Background: an optimization exercise with open tools, aiming at small area. Do not read the settings as production practice.
Function was checked by simulation only, so behaviour that the tests miss may differ from the original.
Power is estimated from default activity; no workload was simulated.

## run 1
## gpio_top
module gpio_top #(
   parameter int          IO_NUM = 32,
   parameter logic [31:0] IO_VAL = '0
)
(
   input  wire                PCLK,
   input  wire                aresetn,
   input  wire                psel_i,
   input  wire                penable_i,
   input  wire                pwrite_i,
   input  wire  [7:0]         paddr_i,
   input  wire  [31:0]        pwdata_i,
   input  wire  [IO_NUM-1:0]  gpio_in_i,
   output logic [31:0]        prdata_o,
   output logic               pready_o,
   output logic               pslverr_o,
   output logic [IO_NUM-1:0]  int_o,
   output logic               int_or_o,
   output logic [IO_NUM-1:0]  gpio_out_o,
   output logic [IO_NUM-1:0]  gpio_oe_o
);
   logic [255:0] pin_cfg;
   logic         irq_clr, irq_clr_n;
   logic [31:0]  pin_level;
   logic [31:0]  irq_status;
   assign pready_o  = 1'b1;
   assign pslverr_o = 1'b0;
   gpio_apb_regs i_regs (
      .PCLK             (PCLK),
      .aresetn          (aresetn),
      .psel_i           (psel_i),
      .penable_i        (penable_i),
      .pwrite_i         (pwrite_i),
      .paddr_i          (paddr_i),
      .pwdata_i         (pwdata_i),
      .pin_level_i      (pin_level),
      .irq_status_i     (irq_status),
      .prdata_o         (prdata_o),
      .pin_cfg_o        (pin_cfg),
      .irq_clr_o        (irq_clr),
      .irq_clr_n_o      (irq_clr_n),
      .gpio_out_o       (gpio_out_o),
      .gpio_oe_o        (gpio_oe_o)
   );
   gpio_input_monitor i_monitor (
      .PCLK             (PCLK),
      .aresetn          (aresetn),
      .gpio_in_i        (gpio_in_i),
      .pin_cfg_i        (pin_cfg),
      .irq_clr_i        (irq_clr),
      .irq_clr_n_i      (irq_clr_n),
      .irq_clr_mask_i   (pwdata_i),
      .pin_level_o      (pin_level),
      .irq_status_o     (irq_status),
      .int_o            (int_o),
      .int_or_o         (int_or_o)
   );
endmodule
export LEC_CHECK = 0
export CAP_MARGIN = 0
export CORE_MARGIN = 2
export CORE_UTILIZATION = 55
export SLEW_MARGIN = 0
export SYNTH_HIERARCHICAL = 1
export SYNTH_MINIMUM_KEEP_SIZE = 0
create_clock -name core_clock -period 8.0 [get_ports {PCLK}]
standard.sh (not shown) runs the stock make flow with config.mk's settings and CLKGATE_MAP_FILE= SYNTH_SCRIPT=/design/flow/synth_recipe.tcl, a recipe that flattens the netlist after the stock synthesis.
==> flow/flow/run.sh <==
#!/bin/bash
# Standard ORFS layout, with combinational cells downsized before the
# floorplan, small port buffers and a lighter clock tree.
set -euo pipefail
W=$(pwd)
bash standard.sh \
  "PRE_FLOORPLAN_TCL=$W/flow/downsize.tcl" \
  "BUFFER_PORTS_ARGS=-buffer_cell sky130_fd_sc_hd__buf_1" \
  "CTS_ARGS=-sink_clustering_enable -repair_clock_nets -dont_use_dummy_load -buf_list {sky130_fd_sc_hd__clkbuf_8} -sink_clustering_size 16 -sink_clustering_max_diameter 90" \
  finish > standard.log 2>&1
==> flow/flow/downsize.tcl <==
# Before floorplanning: put every combinational cell in its smallest-area
# variant of the same function (synthesis picks larger drive strengths for
# an unknown load; timing repair later sizes up where the layout needs it).
set db [ord::get_db]
set block [ord::get_db_block]
set masters [dict create]
foreach lib [$db getLibs] {
  foreach m [$lib getMasters] {
    set n [$m getName]
    if {[regexp {^(sky130_fd_sc_hd__[a-z0-9]+)_([0-9]+)$} $n -> base sz]} {
      dict lappend masters $base $m
    }
  }
}
set swapped 0
foreach inst [$block getInsts] {
  set m [$inst getMaster]
  set n [$m getName]
  if {![regexp {^(sky130_fd_sc_hd__[a-z0-9]+)_([0-9]+)$} $n -> base sz]} { continue }
  # leave flip-flops, latches, clock and tie cells alone
  if {[regexp {__(df|edf|sdf|dl|clk|conb|tap|fill|decap|buf|dly)} $base]} { continue }
  set best $m
  set area [expr {[$m getWidth] * [$m getHeight]}]
  foreach c [dict get $masters $base] {
    set a [expr {[$c getWidth] * [$c getHeight]}]
    if {$a < $area} { set best $c; set area $a }
  }
  if {$best ne $m} {
    $inst swapMaster $best
    incr swapped
  }
}
puts "downsize: swapped $swapped instances to smaller variants"
Run 1 | status: complete | timing, DRC, antenna: pass
Input-level comparison between run 2 and run 1:
Settings: CORE_UTILIZATION: 55 -> 45.
Notes after the runs:
- Relative to run 1, share of the core filled with cells in the final layout has decreased by 11 points in run 2.
- Run 2 vs. run 1: final worst-path setup slack now sits higher, initial detailed-routing violation count decreased 96.
Edits applied to the flow inputs when going from run 2 to run 3:
Settings: CORE_UTILIZATION changed from 45 to 39.
--- outcome ---
Run 2 -> run 3: total congestion overflow delta 0, exact match. Cmp run 3 and run 2 / period utilization / lower: run 2. Wire length of the first global-routing pass delta for run 3 relative to run 2: 4.5 mm higher. Run 3 and run 2 ended up with nearly the same sequential share of cell area. Fraction of met2 tracks used by global routing in run 3 is 2.5 points lower than in run 2. The higher count of standard-cell rows of run 3 and run 2 is in run 3.
## Diff of input files: run 4 against run 3
Settings: CORE_UTILIZATION changed from 39 to 50; GPL_TIMING_DRIVEN newly set to 0.
- Run 4 against run 3: met3 usage -0.38 points, count of buffers not belonging to the clock network in the layout picked up an extra 11.
- Number of pins with negative max-slew slack in the final report came out exactly the same in run 4 and run 3.
- Cell count: run 4 lower than run 3
- Cmp run 4 and run 3 / wire length / higher: run 3
- Summary of the comparison: average wire per standard cell is lower in run 4, relative to run 3.
Modified inputs, run 5 compared to run 4
Settings: GPL_TIMING_DRIVEN: 0 -> unset.
[summary]
- In run 5, the clock skew came out 6.6 ps above the value in run 4.
- Run 4 has higher HPWL reported at the end of detailed placement than run 5.
- Diff run 4 -> run 5 | source-to-sink clock delay at the later pin of the worst-skew pair | increase of 20 ps
- Per the comparison of run 5 with run 4, share of final-layout standard cells stronger than drive strength 1 has decreased, fraction of power spent switching nets level.
- Against run 4, run 5 reports a logic gate share of total power that is lower.
- In the metrics for run 4 and run 5, the one carrying the higher routed wire length is run 5.
- Synthesized cell count came out exactly the same in run 4 and run 5.
- Run 5 ended up with a higher wire length of the first global-routing pass than run 4 did.
- According to the power report, total power for run 5 is lower than for run 4.
- Area of the multi-input gates of run 4 is on par with run 5.


== old ==
gpio_top, a different RTL version from the one above (not shown whole).
Size in the first run: roughly 1,600 cells after synthesis, about 210 I/O pins.
==> flow/config.mk <==
export PLATFORM = sky130hd
export DESIGN_NAME = gpio_top
export DESIGN_NICKNAME = gpio_top
export VERILOG_FILES = /design/flow/design.v
export SDC_FILE = /design/flow/constraint.sdc
export NUM_CORES = 4
export LEC_CHECK = 0
export CAP_MARGIN = 0
export CORE_MARGIN = 2
export CORE_UTILIZATION = 40
export SLEW_MARGIN = 0
export SYNTH_HIERARCHICAL = 1
export SYNTH_MINIMUM_KEEP_SIZE = 0
==> flow/constraint.sdc <==
create_clock -name core_clock -period 8.0 [get_ports {PCLK}]
set_input_delay 1.6000 -clock core_clock [delete_from_list [all_inputs] [get_ports {PCLK}]]
set_output_delay 1.6000 -clock core_clock [all_outputs]
set_load 0.01 [all_outputs]
==> flow/flow/run.sh <==
#!/bin/bash
# Standard ORFS layout, with combinational cells downsized before the
# floorplan, small port buffers and a lighter clock tree.
set -euo pipefail
W=$(pwd)
bash standard.sh \
  "PRE_FLOORPLAN_TCL=$W/flow/downsize.tcl" \
  "BUFFER_PORTS_ARGS=-buffer_cell sky130_fd_sc_hd__buf_1" \
  "CTS_ARGS=-sink_clustering_enable -repair_clock_nets -dont_use_dummy_load -buf_list {sky130_fd_sc_hd__clkbuf_8} -sink_clustering_size 15 -sink_clustering_max_diameter 100" \
  finish > standard.log 2>&1
Scripts as last shown in full above: flow/flow/downsize.tcl
[inputs] new vs old
--- a/flow/config.mk
+++ b/flow/config.mk
@@ -8 +8 @@
-export CAP_MARGIN = 0
+export CAP_MARGIN = 20
@@ -11 +11 @@
-export SLEW_MARGIN = 0
+export SLEW_MARGIN = 20
Final critical-path required period ended up 0.044 ns higher on new than on old. From old to new the numbers moved as follows: placed standard-cell area did not really move, power per cell area comparable. met2 track utilization from global routing was higher in the run labelled old. In new the worst setup slack turned out 0.044 ns lower than in old. new against old: power attributed to the clock group stayed essentially flat; number of setup buffers added after CTS stayed essentially flat. Comparing new with old, the total power came out essentially unchanged.

==> re-timing with driven ports <==
The flow's constraints put no driver on any port. The routed layouts listed below were extracted and timed again, unchanged, in two steps. Step 1 sets driving cells, clkbuf_16 on the clock port and buf_2 on the other inputs (assumed; they add their load-dependent delay and slew). Step 2 adds t to the input delays and takes it off the output delays; t is the mean of the earliest and latest rising clock arrival at the registers after step 1. Input paths then give back, and output paths get back, about the clock's delay inside the block. Three values: ideal, step 1, step 2; two values: the first two.
| run | shift t [ns] | slack for setup (ns) | latest minus earliest clock arrival (ns) | slew at the worst register clock pin (ns) | cell pins on the clock port's net |
|---|---|---|---|---|---|
| run 1 | 0.618 | 1.834 / 1.805 / 1.805 | 0.090 / 0.090 | 0.11 / 0.11 | 1 |
| run 2 | 0.657 | 1.887 / 1.864 / 1.864 | 0.054 / 0.054 | 0.11 / 0.11 | 1 |
| run 3 | 0.666 | 1.728 / 1.708 / 1.708 | 0.049 / 0.050 | 0.11 / 0.11 | 1 |
| run 4 | 0.645 | 1.768 / 1.740 / 1.740 | 0.083 / 0.083 | 0.11 / 0.11 | 1 |
| run 5 | 0.654 | 1.810 / 1.785 / 1.785 | 0.064 / 0.064 | 0.11 / 0.11 | 1 |
| old | 0.671 | 1.789 / 1.766 / 1.766 | 0.052 / 0.052 | 0.10 / 0.10 | 1 |
| new | 0.667 | 1.745 / 1.722 / 1.722 | 0.050 / 0.050 | 0.10 / 0.10 | 1 |
After both steps every run listed still meets setup and hold. The setup slack of run 1, which loses most, moves by -0.029 ns with the drivers and by -0.029 ns with both steps.
